From an optimization exercise on the open Yosys and OpenROAD flow, aimed at small area and a short achievable clock period; shortcuts taken in it are not production practice. RTL that was checked went through simulation tests only; none was proved equivalent to the original. Power and IR drop assume default switching activity.

// rgb565_pixel_alu_top
module rgb565_pixel_alu_top (
	input  logic        clk,
	input  logic        arst_n,
	input  logic        in_valid,
	output logic        in_ready,
	input  logic [2:0]  in_op,
	input  logic [15:0] in_color_a,
	input  logic [15:0] in_color_b,
	input  logic [8:0]  in_weight,
	input  logic [15:0] in_scale_num,
	input  logic [15:0] in_scale_den,
	input  logic [2:0]  in_red_depth,
	input  logic [2:0]  in_green_depth,
	input  logic [2:0]  in_blue_depth,
	output logic        out_valid,
	input  logic        out_ready,
	output logic [15:0] out_color
);
Size in the first run: ~110 I/O pins, ~47000 um^2 of cells after synthesis.
make LEC_CHECK=0 CAP_MARGIN=20 CORE_MARGIN=2 CORE_UTILIZATION=40 SETUP_SLACK_MARGIN=3.2 SLEW_MARGIN=20 finish   # period 6.3 ns
run.sh (not shown) runs the stock make flow with config.mk's settings and CLKGATE_MAP_FILE= SYNTH_SCRIPT=/design/flow/synth_recipe.tcl, a recipe that flattens the netlist after the stock synthesis.
==> next run, changes <==
--- a/flow/config.mk
+++ b/flow/config.mk
@@ -11 +11 @@
-export SETUP_SLACK_MARGIN = 3.2
+export SETUP_SLACK_MARGIN = 3.3
Effect: Die area is unchanged; design area increases slightly; sequential power barely changes; clock-buffer cell count came out lower by 12; global-route usage rises by 0.37 points; hold slack stays flat; total power rises slightly.
==> next run, changes <==
--- a/flow/config.mk
+++ b/flow/config.mk
@@ -11 +11 @@
-export SETUP_SLACK_MARGIN = 3.3
+export SETUP_SLACK_MARGIN = 3.4
Outcome: Count of clock-buffer cells in the layout rises by 16; combinational power rises by 5.6%; sequential power barely changes; global-route usage rises by 0.95 points; synthesized cell count does not change; worst setup slack loses 0.023 ns; worst hold slack gains 0.030 ns; synthesized area stays the same.
Function was not checked in any run of this note: the RTL went through the layout flow alone.

========
Another version of the RTL of rgb565_pixel_alu_top (not shown whole).
Size: roughly 4500 cells after synthesis, roughly 790 flip-flops, ~110 I/O pins, ~46000 um2 of cells after synthesis.
// rgb565_pixel_alu_top
module rgb565_pixel_alu_top (
	input  logic        clk,
	input  logic        arst_n,
	input  logic        in_valid,
	output logic        in_ready,
	input  logic [2:0]  in_op,
	input  logic [15:0] in_color_a,
	input  logic [15:0] in_color_b,
	input  logic [8:0]  in_weight,
	input  logic [15:0] in_scale_num,
	input  logic [15:0] in_scale_den,
	input  logic [2:0]  in_red_depth,
	input  logic [2:0]  in_green_depth,
	input  logic [2:0]  in_blue_depth,
	output logic        out_valid,
	input  logic        out_ready,
	output logic [15:0] out_color
);
	logic        accept_ok;
	logic        div_c;
	logic        lerp_c;
	logic [15:0] y_c;
	logic [5:0]  xr_c, xb_c;
	logic [6:0]  xg_c;
	logic [4:0]  br_c, bb_c;
	logic [5:0]  bg_c;
	logic        valid_d;
	logic        div_d;
	logic [15:0] y_d;
	logic [15:0] den_d;
	logic [5:0]  xr_d, xb_d;
	logic [6:0]  xg_d;
	logic [4:0]  br_d, bb_d;
	logic [5:0]  bg_d;
	logic        valid_a;
	logic        div_a;
	logic [15:0] den_a;
	logic [5:0]   valid_k;
	logic [5:0]   div_k;
  ...
==> flow/config.mk <==
export PLATFORM = sky130hd
export DESIGN_NAME = rgb565_pixel_alu_top
export DESIGN_NICKNAME = rgb565_pixel_alu_top
export VERILOG_FILES = /design/flow/design.v
export SDC_FILE = /design/flow/constraint.sdc
export NUM_CORES = 4
export LEC_CHECK = 0
export CAP_MARGIN = 20
export CORE_MARGIN = 2
export CORE_UTILIZATION = 55
export CTS_CLUSTER_DIAMETER = 150
export CTS_CLUSTER_SIZE = 24
export PLACE_DENSITY = 0.66
export SETUP_SLACK_MARGIN = 3.3
export SLEW_MARGIN = 20
==> flow/constraint.sdc <==
create_clock -name core_clock -period 6.3 [get_ports {clk}]
set_input_delay 1.2600 -clock core_clock [delete_from_list [all_inputs] [get_ports {clk}]]
set_output_delay 1.2600 -clock core_clock [all_outputs]
set_load 0.01 [all_outputs]
Then changed:
CORE_UTILIZATION = 65   (was 55)
PLACE_DENSITY = 0.72   (was 0.66)
Effect: The changed run ran to the end with no violations. Worst setup slack barely changes. Power goes up by 0.82%. Register-to-register slack hardly moves. Hold slack stays flat. Synthesized cell count stays the same. Sequential power is about the same.
Function was not checked in any run of this note: the RTL went through the layout flow alone.

========
## v54
Another version of the RTL of rgb565_pixel_alu_top (not shown whole).
Size in the first run: about 4500 cells after synthesis, about 110 I/O pins, ~47000 µm² of cells after synthesis.
clock: 6.3 ns
lec_check: 0
cap_margin: 20
core_margin: 2
core_utilization: 40
cts_cluster_diameter: 150
cts_cluster_size: 24
gpl_routability_driven: 0
setup_slack_margin: 3.3
slew_margin: 20
Modified inputs, v57 compared to v54
diff --git a/flow/config.mk b/flow/config.mk
--- a/flow/config.mk
+++ b/flow/config.mk
@@ -9,3 +9,3 @@
 export CORE_MARGIN = 2
-export CORE_UTILIZATION = 40
+export CORE_UTILIZATION = 65
 export CTS_CLUSTER_DIAMETER = 150
@@ -13,2 +13,3 @@
 export GPL_ROUTABILITY_DRIVEN = 0
+export PLACE_DENSITY = 0.72
 export SETUP_SLACK_MARGIN = 3.3
--- outcome ---
[compare] base=v54 new=v57: layout-stage area growth over the synthesis result lower, vertical die dimension down 21%, data required time at the worst endpoint shows a reduction of 0.05 ns. v57 ended up with y_d[6] as its timing startpoint of the critical path; v54 ended up with y_d[9]. The relative slew slack of v57 falls short of that of v54 by 0.77 points. Diff v54 -> v57: total power flat; number of vias after detailed routing higher. Both conditions hold for v54: the flow ran to the end and the final layout passed the timing, design-rule and antenna checks. The flow did not stop early for v57: all stages ran, and the layout cleared the timing, design-rule and antenna checks. Diff v54 -> v57 | violation count after the first detailed-routing iteration | up by a few percent. v57 against v54: overall die area went down 38%, count of clock buffers in the final design went up about 2%. In v57, the fraction of power consumed by the clock network came out 0.3 points below the value in v54.
## Diff of input files: v43 against v57
diff --git a/flow/config.mk b/flow/config.mk
--- a/flow/config.mk
+++ b/flow/config.mk
@@ -9,7 +9,6 @@
 export CORE_MARGIN = 2
-export CORE_UTILIZATION = 65
+export CORE_UTILIZATION = 55
 export CTS_CLUSTER_DIAMETER = 150
 export CTS_CLUSTER_SIZE = 24
-export GPL_ROUTABILITY_DRIVEN = 0
-export PLACE_DENSITY = 0.72
+export PLACE_DENSITY = 0.66
 export SETUP_SLACK_MARGIN = 3.3
==> notes.md <==
Core utilization: v43 lower than v57. On clock network latency to the later pin of the worst-skew pair, v43 and v57 are neck and neck. | cell count after placement | lower: v57 |. Run comparison: v57 highest metal layer with signal wires met4; v43 highest metal layer with signal wires met5. v43 vs. v57: combinational cell fraction of total power was more or less identical, proportion of cell area occupied by registers went down by 0.28 points, post-synthesis share of cell area spent on full adders, half adders and majority gates was more or less identical, part of the total power dissipated in the clock network went up by 0.2 points, register-to-register slack went up by 0.03 ns. As far as count of mapped cells out of synthesis goes, v43 and v57 are indistinguishable; the numbers are identical.
Here is what was changed in the inputs of v39 compared with v43.
diff --git a/flow/config.mk b/flow/config.mk
--- a/flow/config.mk
+++ b/flow/config.mk
@@ -9,7 +9,7 @@
 export CORE_MARGIN = 2
-export CORE_UTILIZATION = 55
+export CORE_UTILIZATION = 65
 export CTS_CLUSTER_DIAMETER = 150
 export CTS_CLUSTER_SIZE = 24
-export PLACE_DENSITY = 0.66
-export SETUP_SLACK_MARGIN = 3.3
+export PLACE_DENSITY = 0.72
+export SETUP_SLACK_MARGIN = 3.25
 export SLEW_MARGIN = 20
--- outcome ---
Compared v43 against v39; combinational group share of total power within noise.
v43 has higher number of antenna violations at the first check in global routing than v39.
Summary of v39 over v43: internal power component barely changed; global-route wire length before repair now sits lower; utilization picked up an extra 10 points.
The following lists how v27 was set up differently from v39:
diff --git a/flow/config.mk b/flow/config.mk
--- a/flow/config.mk
+++ b/flow/config.mk
@@ -7,2 +7,3 @@
 export LEC_CHECK = 0
+export ABC_AREA = 1
 export CAP_MARGIN = 20
@@ -13,3 +14,3 @@
 export PLACE_DENSITY = 0.72
-export SETUP_SLACK_MARGIN = 3.25
+export SETUP_SLACK_MARGIN = 3.3
 export SLEW_MARGIN = 20
==> notes.md <==
Both conditions hold for v27: the flow ran to the end and the final layout passed the timing, design-rule and antenna checks.
[compare] base=v39 new=v27: combinational power shrank by about 3%, fmax grew by about 1.7%.
On required time of the worst setup path: between v27 and v39, it ends up lower for v27.
Relative to v39, critical path depth decreased by 5 in v27.
Fraction of power consumed by sequential logic ends up higher on v39.

========
Setup of build 64:
rgb565_pixel_alu_top, a different RTL version from the one above (not shown whole).
For scale: about 4500 cells after synthesis, about 620 flip-flops, roughly 49000 sq um of cells after synthesis.
==> flow/config.mk <==
export PLATFORM = sky130hd
export DESIGN_NAME = rgb565_pixel_alu_top
export DESIGN_NICKNAME = rgb565_pixel_alu_top
export VERILOG_FILES = /design/flow/design.v
export SDC_FILE = /design/flow/constraint.sdc
export NUM_CORES = 4
export LEC_CHECK = 0
export CAP_MARGIN = 20
export CORE_MARGIN = 2
export CORE_UTILIZATION = 40
export SLEW_MARGIN = 20
==> flow/constraint.sdc <==
create_clock -name core_clock -period 6.3 [get_ports {clk}]
set_input_delay 1.2600 -clock core_clock [delete_from_list [all_inputs] [get_ports {clk}]]
set_output_delay 1.2600 -clock core_clock [all_outputs]
set_load 0.01 [all_outputs]
Every stage of the flow completed for build 64, and the final layout passed the timing, design-rule and antenna checks.
What build 61 does differently from build 64 at the input level:
--- a/flow/config.mk
+++ b/flow/config.mk
@@ -10,0 +11 @@
+export SETUP_SLACK_MARGIN = 3.0
## What came out
- Build 61 completed; timing, DRC and antenna clean
- The cell internal power dissipation in build 61 is 1.3 times that in build 64.
- Of the two values seen for end point of the critical path, u_lane_g.st[0][21]$_DFFE_PP_ was produced by build 64 and u_lane_g.st[0][10]$_DFFE_PP_ by build 61.
- [compare] base=build 64 new=build 61: wire length has increased; part of the total power dissipated in the clock network has decreased; utilization has increased; sequential share of layout area has decreased.
- Taking build 64 as the reference point, the average wire per standard cell of build 61 rises by about 2%.
- Cmp build 61 and build 64 / power / higher: build 61
- Diff build 64 -> build 61 | via count | increase of 1777
No run of this note included a check of the RTL's function; only the layout flow was run.

========
rgb565_pixel_alu_top, a different RTL version from the one above (not shown whole).
Size: about 4900 cells after synthesis, ~50000 um^2 of cells after synthesis.
Settings: LEC_CHECK=0, CAP_MARGIN=20, CORE_MARGIN=2, CORE_UTILIZATION=40, SETUP_SLACK_MARGIN=3.6, SLEW_MARGIN=20; clock period 6.3 ns.
The starting point went through all stages and came out clean.
Rerun with:
- SETUP_SLACK_MARGIN: 3.6 -> 2.5
Setup slack loses 0.68 ns.
Die area does not change.
Maximum frequency goes down by about a fifth.
Cell count goes down by a few percent.
Via count goes down by a few percent.
Rerun with:
- SETUP_SLACK_MARGIN: 2.5 -> 3.3
What happened: Worst hold slack barely changes; via count rises by 1.5%; power rises by 0.43%; routed wire length rises by 5.1%.
No run of this note included a check of the RTL's function; only the layout flow was run.

========
Another version of the RTL of rgb565_pixel_alu_top (not shown whole).
Size: ~4700 cells after synthesis, ~840 flip-flops, ~110 I/O pins.
make LEC_CHECK=0 CAP_MARGIN=20 CORE_MARGIN=2 CORE_UTILIZATION=60 SETUP_SLACK_MARGIN=3.3 SLEW_MARGIN=20 finish   # period 6.3 ns
The baseline ran to the end with no violations.
Then changed:
- CORE_UTILIZATION: 60 -> 40
- The new run finished clean
- synthesized cell count does not change
- clock power falls by about 1%
- utilization falls by 22 points
- final cell count rises by 8.9%
Function was not checked in any run of this note: the RTL went through the layout flow alone.

========
Setup of birch:
rgb565_pixel_alu_top, a different RTL version from the one above (not shown whole).
For scale: roughly 5200 cells after synthesis, roughly 840 flip-flops, ~110 I/O pins, ~52000 um^2 of cells after synthesis.
Settings: LEC_CHECK=0, CAP_MARGIN=20, CORE_MARGIN=2, CORE_UTILIZATION=40, SETUP_SLACK_MARGIN=3.2, SLEW_MARGIN=20; clock period 6.3 ns.
The final layout from birch, which completed every stage, passed the timing, design-rule and antenna checks at the end of the flow.
--- input diff birch..pine ---
-- flow/config.mk --
<<< birch, line 10
export CORE_UTILIZATION = 40
export SETUP_SLACK_MARGIN = 3.2
export SLEW_MARGIN = 20
>>> pine, line 10
export CORE_UTILIZATION = 40
export SETUP_SLACK_MARGIN = 2.5
export SLEW_MARGIN = 20
[summary]
Clock skew, pine and birch: lower on birch. Sum of internal, switching and leakage power, pine vs birch: down slightly. [pine] total routed wire length on the met1 layer fell 2.2% relative to birch. pine — wire length about 4% lower, birch as reference. Looking at via count, pine sits 2.2% lower than birch does. Taking birch as the reference, in pine count of clock buffers in the final design increased by 3.3% relative to the old numbers; power per standard cell area went up 2.5%.
No run of this note included a check of the RTL's function; only the layout flow was run.

========
== run A ==
rgb565_pixel_alu_top with an RTL version that a note above also has.
Size: roughly 840 flip-flops, ~110 I/O pins.
Settings: LEC_CHECK=0, CAP_MARGIN=20, CORE_MARGIN=2, CORE_UTILIZATION=75, CTS_CLUSTER_DIAMETER=150, CTS_CLUSTER_SIZE=24, PLACE_DENSITY=0.82, SETUP_SLACK_MARGIN=3.3, SLEW_MARGIN=20; clock period 6.3 ns.
[inputs] run B vs run A
Settings: swapping 75 for 65 in CORE_UTILIZATION; swapping 24 for 30 in CTS_CLUSTER_SIZE; swapping 0.82 for 0.72 in PLACE_DENSITY.
Notes after the runs:
Run B finished end to end and its layout was clean on timing, DRC and antenna.
From run A to run B the numbers moved as follows: setup slack on the worst flop-to-flop path saw an increase, fraction of power consumed by sequential logic saw an increase, clock share of power saw a decrease, number of clock buffers inserted by TritonCTS saw a decrease.
Run A → run B: fmax +1.8 MHz, final non-filler cell total now larger, synthesized cell count was more or less identical, share of the final layout cell area in multi-input gates -0.27 points.
Count of clock-buffer cells in the layout of run B falls short of that of run A by more than 10%.
Run B vs run A, routed wire length went down by about 4%.
Setup changes, run B to run C
Settings: CTS_CLUSTER_SIZE: 30 -> 24; CORE_UTILIZATION: 65 -> 40; PLACE_DENSITY: 0.72 -> unset.
==> comparison <==
Summary of run C over run B: layout multi-input combinational cell count was more or less identical; power share of the combinational group went down by 1.0 points; wire length went up by 1200 µm; via count went down by 585. Sort run C and run B by cell area after placement, ascending, and run B comes first. Delta (run C minus run B): power density of the placed cells increased by about 0.5% relative to the old numbers; cell area increased by about 2.4% relative to the old numbers.

========
Another version of the RTL of rgb565_pixel_alu_top (not shown whole).
Size: ~840 flip-flops, about 110 I/O pins, about 48,000 µm² of cells after synthesis.
==> flow/design.v (excerpt) <==
module rgb565_pixel_alu_top (
	input  logic        clk,
	input  logic        arst_n,
	input  logic        in_valid,
	output logic        in_ready,
	input  logic [2:0]  in_op,
	input  logic [15:0] in_color_a,
	input  logic [15:0] in_color_b,
	input  logic [8:0]  in_weight,
	input  logic [15:0] in_scale_num,
	input  logic [15:0] in_scale_den,
	input  logic [2:0]  in_red_depth,
	input  logic [2:0]  in_green_depth,
	input  logic [2:0]  in_blue_depth,
	output logic        out_valid,
	input  logic        out_ready,
	output logic [15:0] out_color
);
clock: 6.3 ns
lec_check: 0
cap_margin: 20
core_margin: 2
core_utilization: 40
setup_slack_margin: 3.5
slew_margin: 20
Rerun with:
--- a/flow/config.mk
+++ b/flow/config.mk
@@ -11 +11 @@
-export SETUP_SLACK_MARGIN = 3.5
+export SETUP_SLACK_MARGIN = 3.3
Outcome:
- The changed run completed with no timing, DRC or antenna violations
- flip-flop and latch count is unchanged
- fmax decreases by 2.8%
- core utilization decreases by 2.8 points
- design area decreases by 5.6%
- clock-buffer cell count increases by 1

========
Another version of the RTL of rgb565_pixel_alu_top (not shown whole).
Size: ~4700 cells after synthesis, roughly 110 I/O pins.
Design rgb565_pixel_alu_top, start of the top module:
module rgb565_pixel_alu_top (
	input  logic        clk,
	input  logic        arst_n,
	input  logic        in_valid,
	output logic        in_ready,
	input  logic [2:0]  in_op,
	input  logic [15:0] in_color_a,
	input  logic [15:0] in_color_b,
	input  logic [8:0]  in_weight,
	input  logic [15:0] in_scale_num,
	input  logic [15:0] in_scale_den,
	input  logic [2:0]  in_red_depth,
	input  logic [2:0]  in_green_depth,
	input  logic [2:0]  in_blue_depth,
	output logic        out_valid,
	input  logic        out_ready,
	output logic [15:0] out_color
);
Settings: LEC_CHECK=0, CAP_MARGIN=20, CORE_MARGIN=2, CORE_UTILIZATION=40, CTS_BUF_LIST=sky130_fd_sc_hd__clkbuf_4 sky130_fd_sc_hd__clkbuf_8, SETUP_SLACK_MARGIN=3.3, SLEW_MARGIN=20; clock period 6.3 ns.
Rerun with:
- CTS_BUF_LIST: sky130_fd_sc_hd__clkbuf_4 sky130_fd_sc_hd__clkbuf_8 -> default
Effect: The changed run finished with timing, DRC and antenna clean. Total power drops slightly. Worst setup slack improved by 0.0099 ns. Clock power came out lower slightly. Sequential power stays flat. Maximum frequency is higher slightly. Non-clock buffer count came out lower by 36. Global-route usage falls by 0.50 points.
No functional check of the RTL was part of any run of this note.

[re-timing with driven ports]
No port has a modelled driver above. Below, the same layouts with a new extraction and two added sets of constraints. Step 1 (the two cells are an assumption about what drives the block):
set clk [get_ports {clk}]
set_driving_cell -lib_cell sky130_fd_sc_hd__clkbuf_16 $clk
set_driving_cell -lib_cell sky130_fd_sc_hd__buf_2 [delete_from_list [all_inputs] $clk]
Step 2 adds t to the input delays and takes it off the output delays; t is the mean of the earliest and latest rising clock arrival at the registers after step 1. Input paths then give back, and output paths get back, about the clock's delay inside the block. a / b / c = ideal / step 1 / step 2; a / b = the first two.
run | t (ns) | slack for setup (ns) | latest minus earliest clock arrival (ns) | pins driven straight from the clock port
the first run of note 1 | 0.747 | 3.216 / 3.191 / 2.601 | 0.060 / 0.060 | 1
the second run of note 1 | 0.752 | 3.333 / 3.333 / 2.670 | 0.107 / 0.107 | 1
the third run of note 1 | 0.746 | 3.309 / 3.309 / 2.679 | 0.033 / 0.033 | 1
the first run of note 2 | 0.673 | 3.295 / 3.295 / 2.682 | 0.026 / 0.026 | 1
the second run of note 2 | 0.661 | 3.298 / 3.298 / 2.760 | 0.036 / 0.035 | 1
v54 | 0.716 | 3.297 / 3.297 / 2.713 | 0.047 / 0.047 | 1
v57 | 0.671 | 3.296 / 3.296 / 2.737 | 0.026 / 0.027 | 1
v43 | 0.685 | 3.322 / 3.322 / 2.748 | 0.026 / 0.025 | 1
v39 | 0.675 | 3.284 / 3.259 / 2.667 | 0.045 / 0.045 | 1
v27 | 0.684 | 3.333 / 3.300 / 2.768 | 0.039 / 0.038 | 1
build 64 | 0.699 | 0.944 / 0.944 / 0.785 | 0.028 / 0.027 | 1
build 61 | 0.699 | 1.856 / 1.856 / 1.856 | 0.027 / 0.028 | 1
the first run of note 5 | 0.776 | 3.375 / 3.336 / 2.907 | 0.079 / 0.079 | 1
the second run of note 5 | 0.783 | 2.697 / 2.709 / 1.953 | 0.090 / 0.090 | 1
the third run of note 5 | 0.754 | 3.197 / 3.181 / 2.660 | 0.049 / 0.049 | 1
the first run of note 6 | 0.721 | 3.310 / 3.299 / 2.748 | 0.068 / 0.069 | 1
the second run of note 6 | 0.742 | 3.304 / 3.303 / 2.602 | 0.086 / 0.085 | 1
birch | 0.746 | 2.539 / 2.470 / 2.075 | 0.045 / 0.046 | 1
pine | 0.718 | 2.381 / 2.307 / 1.836 | 0.044 / 0.043 | 1
run A | 0.672 | 3.282 / 3.282 / 2.650 | 0.018 / 0.018 | 1
run B | 0.712 | 3.298 / 3.295 / 2.696 | 0.045 / 0.045 | 1
run C | 0.712 | 3.295 / 3.271 / 2.660 | 0.052 / 0.052 | 1
the first run of note 9 | 0.758 | 3.386 / 3.346 / 2.819 | 0.093 / 0.093 | 1
the second run of note 9 | 0.742 | 3.304 / 3.303 / 2.602 | 0.086 / 0.085 | 1
the first run of note 10 | 0.917 | 3.085 / 3.085 / 2.465 | 0.058 / 0.059 | 1
the second run of note 10 | 0.750 | 3.094 / 3.094 / 2.706 | 0.041 / 0.042 | 1
After both steps setup and hold are still met in every run listed. The setup slack of the second run of note 5, which loses most, moves by +0.012 ns with the drivers and by -0.744 ns with both steps.
